What follows belongs to an exercise in optimizing a design on an open flow for small area, a short achievable clock period and few clock cycles per item; a production flow would make more cautious choices. Function was checked by simulation only, so behaviour that the tests miss may differ from the original.

`design/flow/design.v`:
```
`timescale 1ns / 1ps
package fss_pkg;
	localparam int POS_W      = 24;
	localparam int DIFF_W     = 25;
	localparam int L2_W       = 50;
	localparam int MD_W       = 16;
	localparam int MS_W       = 24;
	localparam int NUM_W      = 56;
	localparam int DEN_W      = 50;
	localparam int QUO_W      = 25;
	localparam int DIV_CNT_W  = $clog2(QUO_W + 1);
	localparam int TERM_SH    = 24;
	localparam int NORM_W     = 31;
	localparam int ROOT_W     = 32;
	localparam int RAD_W      = 64;
	localparam int ROOT_CNT_W = $clog2(ROOT_W + 1);
	localparam int CFG_IDX_W  = 1;
	localparam int QDEPTH     = 2;
	localparam int PTR_W      = $clog2(QDEPTH);
	localparam int JOB_W      = 2 * DIFF_W + L2_W + 3;
	localparam logic [CFG_IDX_W-1:0] REG_MAX_SPEED = 1'd0;
	localparam logic [CFG_IDX_W-1:0] REG_MIN_DIST  = 1'd1;
	localparam logic [MS_W-1:0] MAX_SPEED_RST = 24'd256;
	localparam logic [MD_W-1:0] MIN_DIST_RST  = 16'd1;
	localparam logic [POS_W-1:0] VEL_MAX = 24'h7FFFFF;
	localparam logic [POS_W-1:0] VEL_MIN = 24'h800000;
	typedef struct packed {
		logic [DIFF_W-1:0] dx;
		logic [DIFF_W-1:0] dy;
		logic [L2_W-1:0]   l2;
		logic              skip;
		logic              last;
		logic              empty;
	} job_t;
endpackage
`timescale 1ns / 1ps
module fss_div (
	input  logic                       clk,
	input  logic                       arst_n,
	input  logic                       start,
	input  logic [fss_pkg::NUM_W-1:0]  num,
	input  logic [fss_pkg::DEN_W-1:0]  den,
	output logic                       done,
	output logic [fss_pkg::QUO_W-1:0]  quo
);
	logic                 busy_q, done_q;
	logic [fss_pkg::DIV_CNT_W-1:0] cnt_q;
	logic [fss_pkg::DEN_W-1:0]     rem_q, den_q;
	logic [fss_pkg::QUO_W-1:0]     low_q, quo_q;
	logic [fss_pkg::DEN_W:0]       trial, diff;
	logic                 ge;
	assign trial = {rem_q, low_q[fss_pkg::QUO_W-1]};
	assign diff  = trial - {1'b0, den_q};
	assign ge    = (trial >= {1'b0, den_q});
	assign done  = done_q;
	assign quo   = quo_q;
	always_ff @(posedge clk or negedge arst_n) begin
		if (!arst_n) begin
			busy_q <= 1'b0;
			done_q <= 1'b0;
			cnt_q  <= '0;
		end else begin
			done_q <= busy_q && (cnt_q == fss_pkg::DIV_CNT_W'(1));
			if (start) begin
				busy_q <= 1'b1;
				cnt_q  <= fss_pkg::DIV_CNT_W'(fss_pkg::QUO_W);
			end else if (busy_q) begin
				cnt_q <= cnt_q - 1'b1;
				if (cnt_q == fss_pkg::DIV_CNT_W'(1)) busy_q <= 1'b0;
			end
		end
	end
	always_ff @(posedge clk) begin
		if (start) begin
			rem_q <= fss_pkg::DEN_W'(num[fss_pkg::NUM_W-1:fss_pkg::QUO_W]);
			low_q <= num[fss_pkg::QUO_W-1:0];
			den_q <= den;
		end else if (busy_q) begin
			rem_q <= ge ? diff[fss_pkg::DEN_W-1:0] : trial[fss_pkg::DEN_W-1:0];
			low_q <= {low_q[fss_pkg::QUO_W-2:0], 1'b0};
			quo_q <= {quo_q[fss_pkg::QUO_W-2:0], ge};
		end
	end
endmodule
`timescale 1ns / 1ps
module fss_front (
	input  logic                     clk,
	input  logic                     arst_n,
	input  logic                     nbr_valid,
	output logic                     nbr_ready,
	input  logic [fss_pkg::POS_W-1:0] agent_x,
	input  logic [fss_pkg::POS_W-1:0] agent_y,
	input  logic [fss_pkg::POS_W-1:0] neighbor_x,
	input  logic [fss_pkg::POS_W-1:0] neighbor_y,
	input  logic                     last_neighbor,
	input  logic                     no_neighbors,
	input  logic [fss_pkg::MD_W-1:0] min_distance,
	input  logic                     full,
	output logic                     push,
	output fss_pkg::job_t            push_job
);
	localparam logic [1:0] F_IDLE = 2'd0;
	localparam logic [1:0] F_SQ   = 2'd1;
	localparam logic [1:0] F_PUSH = 2'd2;
	logic [1:0]          state_q;
	logic [fss_pkg::DIFF_W-1:0]   dx_s1, dy_s1;
	logic                last_s1, empty_s1;
	logic [fss_pkg::DIFF_W-1:0]   ux, uy;
	logic [fss_pkg::L2_W-1:0]     ux2_s2, uy2_s2;
	logic [2*fss_pkg::MD_W-1:0]   md2_s2;
	logic [fss_pkg::L2_W-1:0]     l2;
	assign nbr_ready = (state_q == F_IDLE);
	assign ux = dx_s1[fss_pkg::DIFF_W-1] ? -dx_s1 : dx_s1;
	assign uy = dy_s1[fss_pkg::DIFF_W-1] ? -dy_s1 : dy_s1;
	assign l2 = ux2_s2 + uy2_s2;
	assign push = (state_q == F_PUSH) && !full;
	always_comb begin
		push_job.dx    = dx_s1;
		push_job.dy    = dy_s1;
		push_job.l2    = l2;
		push_job.skip  = (l2 == '0) || (l2 < fss_pkg::L2_W'(md2_s2));
		push_job.last  = last_s1;
		push_job.empty = empty_s1;
	end
	always_ff @(posedge clk or negedge arst_n) begin
		if (!arst_n) begin
			state_q <= F_IDLE;
		end else begin
			unique case (state_q)
				F_IDLE: if (nbr_valid) state_q <= F_SQ;
				F_SQ:   state_q <= F_PUSH;
				F_PUSH: if (!full) state_q <= F_IDLE;
				default: state_q <= F_IDLE;
			endcase
		end
	end
	always_ff @(posedge clk) begin
		if (state_q == F_IDLE && nbr_valid) begin
			dx_s1    <= {neighbor_x[fss_pkg::POS_W-1], neighbor_x}
				- {agent_x[fss_pkg::POS_W-1], agent_x};
			dy_s1    <= {neighbor_y[fss_pkg::POS_W-1], neighbor_y}
				- {agent_y[fss_pkg::POS_W-1], agent_y};
			last_s1  <= last_neighbor;
			empty_s1 <= no_neighbors;
		end
		if (state_q == F_SQ) begin
			ux2_s2 <= fss_pkg::L2_W'(ux) * fss_pkg::L2_W'(ux);
			uy2_s2 <= fss_pkg::L2_W'(uy) * fss_pkg::L2_W'(uy);
			md2_s2 <= (2*fss_pkg::MD_W)'(min_distance) * (2*fss_pkg::MD_W)'(min_distance);
		end
	end
endmodule
`timescale 1ns / 1ps
module fss_queue (
	input  logic          clk,
	input  logic          arst_n,
	input  logic          push,
	input  fss_pkg::job_t push_job,
	output logic          full,
	input  logic          pop,
	output logic          not_empty,
	output fss_pkg::job_t head
);
	logic [fss_pkg::JOB_W-1:0]  mem_q [0:fss_pkg::QDEPTH-1];
	logic [fss_pkg::PTR_W-1:0] wr_q, rd_q;
	logic [fss_pkg::PTR_W:0]   cnt_q;
	assign full      = (cnt_q == (fss_pkg::PTR_W+1)'(fss_pkg::QDEPTH));
	assign not_empty = (cnt_q != '0);
	assign head      = mem_q[rd_q];
	always_ff @(posedge clk or negedge arst_n) begin
		if (!arst_n) begin
			wr_q  <= '0;
			rd_q  <= '0;
			cnt_q <= '0;
		end else begin
			if (push) wr_q <= wr_q + 1'b1;
			if (pop) rd_q <= rd_q + 1'b1;
			if (push && !pop) cnt_q <= cnt_q + 1'b1;
			else if (pop && !push) cnt_q <= cnt_q - 1'b1;
		end
	end
	always_ff @(posedge clk) begin
		if (push) mem_q[wr_q] <= push_job;
	end
endmodule
`timescale 1ns / 1ps
module fss_back #(
	parameter int SUM_WIDTH = 48
) (
	input  logic                     clk,
	input  logic                     arst_n,
	input  logic                     q_valid,
	input  fss_pkg::job_t            q_job,
	output logic                     pop,
	input  logic [fss_pkg::MS_W-1:0] max_speed,
	output logic                     steer_valid,
	input  logic                     steer_ready,
	output logic [fss_pkg::POS_W-1:0] vel_x,
	output logic [fss_pkg::POS_W-1:0] vel_y,
	output logic                     valid_res
);
	localparam int SW = SUM_WIDTH;
	localparam logic [3:0] B_IDLE   = 4'd0;
	localparam logic [3:0] B_TERM   = 4'd1;
	localparam logic [3:0] B_TWAIT  = 4'd2;
	localparam logic [3:0] B_ACC    = 4'd3;
	localparam logic [3:0] B_CHK    = 4'd4;
	localparam logic [3:0] B_NORM   = 4'd5;
	localparam logic [3:0] B_SQ     = 4'd6;
	localparam logic [3:0] B_SSUM   = 4'd7;
	localparam logic [3:0] B_ROOT   = 4'd8;
	localparam logic [3:0] B_FSTART = 4'd9;
	localparam logic [3:0] B_FWAIT  = 4'd10;
	localparam logic [3:0] B_FIN    = 4'd11;
	localparam logic [SW-1:0] SUM_MAX = {1'b0, {(SW-1){1'b1}}};
	localparam logic [SW-1:0] SUM_MIN = {1'b1, {(SW-1){1'b0}}};
	logic [3:0]            state_q;
	fss_pkg::job_t                  job_q;
	logic [SW-1:0]         sum_x_q, sum_y_q;
	logic [SW-1:0]         mx_q, my_q;
	logic [2*fss_pkg::NORM_W-1:0]   sqx_s1, sqy_s1;
	logic [fss_pkg::NUM_W-1:0]      px_q, py_q;
	logic [fss_pkg::RAD_W-1:0]      rad_q, root_q, bit_q;
	logic [fss_pkg::ROOT_CNT_W-1:0] it_q;
	logic [fss_pkg::POS_W-1:0]      vx_q, vy_q;
	logic                  ok_q;
	logic                  out_valid_q, out_ok_q;
	logic [fss_pkg::POS_W-1:0]      out_vx_q, out_vy_q;
	logic [fss_pkg::DIFF_W-1:0]     ux, uy;
	logic [fss_pkg::NUM_W-1:0]      num_x, num_y, mxe, mye, mse;
	logic [fss_pkg::DEN_W-1:0]      den;
	logic [fss_pkg::ROOT_W-1:0]     n1;
	logic                  div_start, in_term, done_x, done_y;
	logic [fss_pkg::QUO_W-1:0]      quo_x, quo_y;
	logic [SW-1:0]         tx, ty, acc_x, acc_y, mag_x, mag_y, m;
	logic                  m_big, m_small, out_load;
	logic [fss_pkg::RAD_W-1:0]      rtrial;
	logic [2*fss_pkg::NORM_W-1:0]   sqxe, sqye;
	function automatic logic [SW-1:0] sat_add(input logic [SW-1:0] a, input logic [SW-1:0] b);
		logic [SW:0] s;
		s = {a[SW-1], a} + {b[SW-1], b};
		if (s[SW] != s[SW-1]) sat_add = s[SW] ? SUM_MIN : SUM_MAX;
		else sat_add = s[SW-1:0];
	endfunction
	function automatic logic [SW-1:0] term(input logic [fss_pkg::QUO_W-1:0] q,
			input logic [fss_pkg::DIFF_W-1:0] d);
		logic [SW-1:0] e;
		e = SW'(q);
		term = (!d[fss_pkg::DIFF_W-1] && d != '0) ? -e : e;
	endfunction
	function automatic logic [fss_pkg::POS_W-1:0] vel_sat(input logic [fss_pkg::QUO_W-1:0] q, input logic neg);
		logic [fss_pkg::QUO_W-1:0] nq;
		nq = ~q + 1'b1;
		if (neg) vel_sat = (q > fss_pkg::QUO_W'(fss_pkg::VEL_MIN)) ? fss_pkg::VEL_MIN : nq[fss_pkg::POS_W-1:0];
		else vel_sat = (q > fss_pkg::QUO_W'(fss_pkg::VEL_MAX)) ? fss_pkg::VEL_MAX : q[fss_pkg::POS_W-1:0];
	endfunction
	assign ux      = job_q.dx[fss_pkg::DIFF_W-1] ? -job_q.dx : job_q.dx;
	assign uy      = job_q.dy[fss_pkg::DIFF_W-1] ? -job_q.dy : job_q.dy;
	assign n1      = (root_q[fss_pkg::ROOT_W-1:0] == '0) ? fss_pkg::ROOT_W'(1) : root_q[fss_pkg::ROOT_W-1:0];
	assign in_term = (state_q == B_TERM);
	assign num_x   = in_term ? (fss_pkg::NUM_W'(ux) << fss_pkg::TERM_SH) : px_q;
	assign num_y   = in_term ? (fss_pkg::NUM_W'(uy) << fss_pkg::TERM_SH) : py_q;
	assign den     = in_term ? job_q.l2 : fss_pkg::DEN_W'(n1);
	assign div_start = in_term || (state_q == B_FSTART);
	assign tx      = term(quo_x, job_q.dx);
	assign ty      = term(quo_y, job_q.dy);
	assign acc_x   = sat_add(sum_x_q, tx);
	assign acc_y   = sat_add(sum_y_q, ty);
	assign mag_x   = sum_x_q[SW-1] ? -sum_x_q : sum_x_q;
	assign mag_y   = sum_y_q[SW-1] ? -sum_y_q : sum_y_q;
	assign m       = (mx_q > my_q) ? mx_q : my_q;
	assign m_big   = |m[SW-1:fss_pkg::NORM_W];
	assign m_small = !m_big && !m[fss_pkg::NORM_W-1];
	assign mxe     = fss_pkg::NUM_W'(mx_q[fss_pkg::NORM_W-1:0]);
	assign mye     = fss_pkg::NUM_W'(my_q[fss_pkg::NORM_W-1:0]);
	assign mse     = fss_pkg::NUM_W'(max_speed);
	assign sqxe    = (2*fss_pkg::NORM_W)'(mx_q[fss_pkg::NORM_W-1:0]);
	assign sqye    = (2*fss_pkg::NORM_W)'(my_q[fss_pkg::NORM_W-1:0]);
	assign rtrial  = root_q + bit_q;
	assign out_load = (state_q == B_FIN) && (!out_valid_q || steer_ready);
	assign pop     = (state_q == B_IDLE) && q_valid;
	assign steer_valid =   out_valid_q;
	assign vel_x     = out_vx_q;
	assign vel_y     = out_vy_q;
	assign valid_res = out_ok_q;
	fss_div u_div_x (
		.clk(clk), .arst_n(arst_n), .start(div_start), .num(num_x), .den(den),
		.done(done_x), .quo(quo_x)
	);
	fss_div u_div_y (
		.clk(clk), .arst_n(arst_n), .start(div_start), .num(num_y), .den(den),
		.done(done_y), .quo(quo_y)
	);
	always_ff @(posedge clk or negedge arst_n) begin
		if (!arst_n) begin
			state_q     <= B_IDLE;
			sum_x_q     <= '0;
			sum_y_q     <= '0;
			out_valid_q <= 1'b0;
			it_q        <= '0;
		end else begin
			if (out_load) out_valid_q <= 1'b1;
			else if (steer_ready) out_valid_q <= 1'b0;
			unique case (state_q)
				B_IDLE: begin
					if (q_valid) begin
						if (q_job.empty) state_q <= B_FIN;
						else if (q_job.skip) state_q <= B_CHK;
						else state_q <= B_TERM;
					end
				end
				B_TERM: state_q <= B_TWAIT;
				B_TWAIT: if (done_x) state_q <= B_ACC;
				B_ACC: begin
					sum_x_q <= acc_x;
					sum_y_q <= acc_y;
					state_q <= B_CHK;
				end
				B_CHK: begin
					if (!job_q.last) state_q <= B_IDLE;
					else if (sum_x_q == '0 && sum_y_q == '0) state_q <= B_FIN;
					else state_q <= B_NORM;
				end
				B_NORM: if (!m_big && !m_small) state_q <= B_SQ;
				B_SQ: state_q <= B_SSUM;
				B_SSUM: begin
					it_q    <= fss_pkg::ROOT_CNT_W'(fss_pkg::ROOT_W);
					state_q <= B_ROOT;
				end
				B_ROOT: begin
					it_q <= it_q - 1'b1;
					if (it_q == fss_pkg::ROOT_CNT_W'(1)) state_q <= B_FSTART;
				end
				B_FSTART: state_q <= B_FWAIT;
				B_FWAIT: if (done_x) state_q <= B_FIN;
				B_FIN: begin
					if (out_load) begin
						sum_x_q <= '0;
						sum_y_q <= '0;
						state_q <= B_IDLE;
					end
				end
				default: state_q <= B_IDLE;
			endcase
		end
	end
	always_ff @(posedge clk) begin
		if (pop) begin
			job_q <= q_job;
			vx_q  <= '0;
			vy_q  <= '0;
			ok_q  <= 1'b0;
		end
		if (state_q == B_CHK) begin
			mx_q <= mag_x;
			my_q <= mag_y;
		end
		if (state_q == B_NORM) begin
			if (m_big) begin
				mx_q <= mx_q >> 1;
				my_q <= my_q >> 1;
			end else if (m_small) begin
				mx_q <= mx_q << 1;
				my_q <= my_q << 1;
			end
		end
		if (state_q == B_SQ) begin
			sqx_s1 <= sqxe * sqxe;
			sqy_s1 <= sqye * sqye;
			px_q   <= mxe * mse;
			py_q   <= mye * mse;
		end
		if (state_q == B_SSUM) begin
			rad_q  <= fss_pkg::RAD_W'(sqx_s1) + fss_pkg::RAD_W'(sqy_s1);
			root_q <= '0;
			bit_q  <= fss_pkg::RAD_W'(1) << (fss_pkg::RAD_W - 2);
		end
		if (state_q == B_ROOT) begin
			if (rad_q >= rtrial) begin
				rad_q  <= rad_q - rtrial;
				root_q <= (root_q >> 1) + bit_q;
			end else begin
				root_q <= root_q >> 1;
			end
			bit_q <= bit_q >> 2;
		end
		if (state_q == B_FWAIT && done_x) begin
			vx_q <= vel_sat(quo_x, sum_x_q[SW-1]);
			vy_q <= vel_sat(quo_y, sum_y_q[SW-1]);
			ok_q <= 1'b1;
		end
		if (out_load) begin
			out_vx_q <= vx_q;
			out_vy_q <= vy_q;
			out_ok_q <= ok_q;
		end
	end
endmodule
`timescale 1ns / 1ps
module flock_separation_steer #(
	parameter int SUM_WIDTH = 48
) (
	input  logic        clk,
	input  logic        arst_n,
	input  logic        nbr_valid,
	output logic        nbr_ready,
	input  logic [23:0] agent_x,
	input  logic [23:0] agent_y,
	input  logic [23:0] neighbor_x,
	input  logic [23:0] neighbor_y,
	input  logic        last_neighbor,
	input  logic        no_neighbors,
	output logic        steer_valid,
	input  logic        steer_ready,
	output logic [23:0] vel_x,
	output logic [23:0] vel_y,
	output logic        valid_res,
	input  logic        cfg_valid,
	output logic        cfg_ready,
	input  logic        cfg_index,
	input  logic [23:0] cfg_data
);
	logic [fss_pkg::MS_W-1:0] max_speed_q;
	logic [fss_pkg::MD_W-1:0] min_dist_q;
	logic            push, full, pop, not_empty;
	fss_pkg::job_t            push_job, head;
	assign cfg_ready = 1'b1;
	always_ff @(posedge clk or negedge arst_n) begin
		if (!arst_n) begin
			max_speed_q <= fss_pkg::MAX_SPEED_RST;
			min_dist_q  <= fss_pkg::MIN_DIST_RST;
		end else if (cfg_valid) begin
			unique case (cfg_index)
				fss_pkg::REG_MAX_SPEED: max_speed_q <= cfg_data;
				fss_pkg::REG_MIN_DIST:  min_dist_q  <= cfg_data[fss_pkg::MD_W-1:0];
				default: ;
			endcase
		end
	end
	fss_front u_front (
		.clk(clk), .arst_n(arst_n), .nbr_valid(nbr_valid), .nbr_ready(nbr_ready),
		.agent_x(agent_x), .agent_y(agent_y), .neighbor_x(neighbor_x), .neighbor_y(neighbor_y),
		.last_neighbor(last_neighbor), .no_neighbors(no_neighbors), .min_distance(min_dist_q),
		.full(full), .push(push), .push_job(push_job)
	);
	fss_queue u_queue (
		.clk(clk), .arst_n(arst_n), .push(push), .push_job(push_job), .full(full),
		.pop(pop), .not_empty(not_empty), .head(head)
	);
	fss_back #(.SUM_WIDTH(SUM_WIDTH)) u_back (
		.clk(clk), .arst_n(arst_n), .q_valid(not_empty), .q_job(head), .pop(pop),
		.max_speed(max_speed_q), .steer_valid(steer_valid),
		.steer_ready(steer_ready), .vel_x(vel_x), .vel_y(vel_y), .valid_res(valid_res)
	);
endmodule
```
`design/flow/run.sh`:
```
#!/bin/bash
# synth_recipe.tcl (not shown) runs the flow's synth.tcl, then flattens the netlist and writes it again
# the make line also repeats each setting of config.mk as NAME=value (left out here)
make -C /OpenROAD-flow-scripts/flow DESIGN_CONFIG=/design/flow/config.mk WORK_HOME=/design/flow/orfs CLKGATE_MAP_FILE= SYNTH_SCRIPT=/design/flow/synth_recipe.tcl finish
```
`design/flow/config.mk`:
```
export PLATFORM = sky130hd
export DESIGN_NAME = flock_separation_steer
export DESIGN_NICKNAME = flock_separation_steer
export VERILOG_FILES = /design/flow/design.v
export SDC_FILE = /design/flow/constraint.sdc
export NUM_CORES = 4
export LEC_CHECK = 0
export CAP_MARGIN = 20
export CORE_MARGIN = 2
export CORE_UTILIZATION = 40
export SLEW_MARGIN = 20
```
`design/flow/constraint.sdc`:
```
create_clock -name core_clock -period 11.0 [get_ports {clk}]
set_input_delay 2.2000 -clock core_clock [delete_from_list [all_inputs] [get_ports {clk}]]
set_output_delay 2.2000 -clock core_clock [all_outputs]
set_load 0.01 [all_outputs]
```
==> out/results.ini <==
[clock_network]
h-tree-depth = 4
clock_sinks = 1490
hold_buffers = 0
cts_made_buffers = 193
cts_root_buf = clkbuf_16
clk_pin_slew_ns = 0.06
insertion_delay_ns = 1.00
cts_buffer_depth = 4
cts_tree = built

[synthesis]
synth_top_area_share = 0.341
syn_inst = 24000
synth_edf_count = 1124
async_flop_share = 0.111
yosys_warnings = 5
ys.flop_type = edfxtp_1
ys_seq_area_frac = 0.184
netlist_area_um2 = 228000
yosys.area.top_type = fa_1
avgSynthCellArea_um2 = 9.47
synthDistinctLibCells = 90
yosys_register_bits = 1490
synth_area_leaders = fa_1, edfxtp_1, ha_1, inv_1, nand2_1

[timing]
period_needed_ns = 10.45
hold_viol = 0
post-route-period-util = 0.950
fin_tns_setup_ns = 0
slew_headroom = 0.184
setup_viol = 0
worst_pin_slew_ns = 1.22
clock_skew_ns = 0.112
max_freq_mhz = 95.7
drv_slew = 0
rsz0062_at_grt = no

[layout]
fill_cells = 54900
fin_util = 0.431
area_delta_synth_final_pct = 7.56
drive_above_1_share = 0.0464
nNetsFinal = 29700
regArea_um2 = 42000
multi_input_area_um2 = 163000

[setup_path]
slowest_stage = or4_1
cp-start-kind = flop
cp_data_required_time_ns = 11.63
crit_type = flop to flop
crit_path_max_fanout = 12
worst_path_largest_cell_delay_ns = 0.59
reg2reg_slack_ns = 0.55
worstSetupEndpointType = flop
crit_path_frequent_cell = fa_1
cp_data_arrival_time_ns = 11.08

[grt]
grt_pass1_vias = 174000
antenna_found_initial = 44
grt_pass1_wl_um = 1050000
grt_start_max_net_pins = 97
track_usage = 0.237
overflow = 0

[routing]
ant_nets = 0
dr.first_iter.drc_count = 12900
drc = 0
viasPerCell = 5.31
wire_per_inst_um = 21.5
dr_total_vias = 167000
drt_pass1_iterations = 6
routed_wl_um = 676000

[hold_path]
hold_class = flop to flop

[floorplan]
fp-row-count = 277
die_y_um = 758
die-width_um = 758
io_pins = 180
start_util = 0.401
core_um2 = 568000
dieArea_um2 = 575000

[placed_design]
dp_hpwl_um = 534000
gp_congestion = 0.936
io_buffers = 178

[status]
status = complete, no violations

[job]
maxCapViolCount = 0

==> Yosys cell counts (50+ instances only) <==
cell      instances
or3_1            93
o21a_1          137
o21ai_0         665
nor3_1          163
nand4_1         144
xnor2_1         688
and2_1          790
dfrtp_1         164
a211oi_1        213
dfxtp_1         200
nand2b_1        128
o21bai_1        120
clkbuf_1        996
a22oi_1         101
inv_1          4974
edfxtp_1       1124
mux2_2          177
and3_1          118
a221o_1         100
fa_1           3877
nand2_1        2564
nor2_1         1435
a31oi_1         176
xor2_1          413
nor2b_1         126
nor4_1           69
buf_1            50
nand3_1         169
o31ai_1          95
a21oi_1         910
a21o_1          465
ha_1           1919
==> placed cells by master (no fill, tap or decap), types with 349 or more instances in the layout <==
cell | netlist | layout
xnor2_1 | 688 | 681
edfxtp_1 | 1124 | 1124
a21oi_1 | 910 | 910
o21ai_0 | 665 | 665
inv_1 | 4974 | 4966
buf_4 | 1 | 349
xor2_1 | 413 | 412
a21o_1 | 465 | 465
fa_1 | 3877 | 3877
and2_1 | 790 | 787
nor2_1 | 1435 | 1427
ha_1 | 1919 | 1919
nand2_1 | 2564 | 2560
==> cell type report <==
| type | instances | area share |
|---|---|---|
| Multi-Input combinational cell | 16500 | 0.667 |
| Inverter | 5008 | 0.0768 |
| Clock buffer | 222 | 0.0207 |
| Antenna cell | 21 | 0.000215 |
| Tap cell | 7533 | 0.0385 |
| Sequential cell | 1490 | 0.172 |
| Clock inverter | 127 | 0.00545 |
| Timing Repair Buffer | 543 | 0.0193 |
==> metal layers <==
| layer | vias to the layer above | wire, um | GRT usage |
|---|---|---|---|
| met5 | - | 67 | 0 |
| met3 | 1064 | 52100 | 0.0394 |
| met2 | 5539 | 313000 | 0.386 |
| met4 | 12 | 22800 | 0.0698 |
| li1 | 75400 | - | - |
| met1 | 85000 | 288000 | 0.324 |
==> worst paths after layout <==
check	depth (start not counted)	to	start
worst max-delay path	35	u_front.ux2_s2[49]	u_front.dx_s1[2]
worst min-delay path	0	u_back.out_vx_q[3]	u_back.vx_q[3]
worst max register to register	35	u_front.ux2_s2[49]	u_front.dx_s1[2]
worst min register to register	0	u_back.out_vx_q[3]	u_back.vx_q[3]
max in group asynchronous	2	max_speed_q[9]	arst_n
min in group asynchronous	1	u_back.sum_x_q[22]	arst_n
==> through the flow <==
step                      instance area (um^2)  hold slack (ns)  worst slack (ns)  instances
after floorplan                         228000            0.400              1.32      24100
after global placement                  238000            0.403             0.675      31100
after detailed placement                238000            0.405             0.642      31100
after CTS                               245000            0.418             0.505      31400
after global routing                    245000            0.423            0.0721      31400
final                                   245000            0.417             0.551      31500
==> flip-flops by register name, indices dropped and copies added, names as in the netlist, 55 cells and up <==
name and cells:
u_queue.mem_q 206, u_back.job_q 101, u_back.sqx_s1 61, u_back.root_q 64, u_back.sqy_s1 61, u_back.rad_q 64, u_back.px_q 55, u_back.py_q 55
==> logic make-up (layout without fill, tap and decap cells) <==
group / count (synthesis) / after routing / share of synthesized area
AOI/OAI and AO/OA: 3398 / 3398 / 0.0971
xor gates and xnor gates: 1101 / 1101 / 0.0424
adders and majority gates: 5796 / 5796 / 0.447
buffers and inverters: 6058 / 5900 / 0.100
DFF: 1490 / 1490 / 0.184
muxes: 219 / 219 / 0.0106
other: 2 / 58 / 0.0000330
and+or+nand+nor: 5960 / 5960 / 0.119
==> worst max-delay path, delay by kind of cell, from the launching register on <==
kind,cells,cell delay [ns]
adders and majority gates,8,3.92
xor gates and xnor gates,2,0.40
and+or+nand+nor,10,2.98
buffers and inverters,7,0.64
AOI/OAI and AO/OA,8,1.66
DFF,1,0.47
==> repair_timing <==
| action | CTS | global route |
|---|---|---|
| setup endpoints to repair | 0 | 1 |
| endpoints found under the hold margin | 0 | 0 |
| resized for setup | 0 | 0 |
| buffers inserted | 0 | 1 |
Testbench counts, summed over its fixed seeds: cycles 165,471, items 800.

[afterwards: timing with drivers on the ports]
In the flow no input, the clock included, has a driving cell. The finished layout below was timed again as built, in two steps.
Step 1: set_driving_cell puts a clkbuf_16 on clk and a buf_2 on each other input, an assumption about the parent block.
Step 2 moves the port delays by t, midway between the first and last clock arrival at a register: inputs arrive t later, outputs are due t later. That takes back most of the time a late clock gives input paths.
a / b / c = no drivers / after step 1 / after step 2; a / b = the first two.
t, ns: 1.068
setup slack, ns: 0.551 / 0.551 / 0.551
hold WS [ns]: 0.417 / 0.417 / 0.417
pins driven straight from the clock port: 1
After both steps setup and hold are still met in this run. The setup slack of this run moves by 0.000 ns with the drivers and by 0.000 ns with both steps.
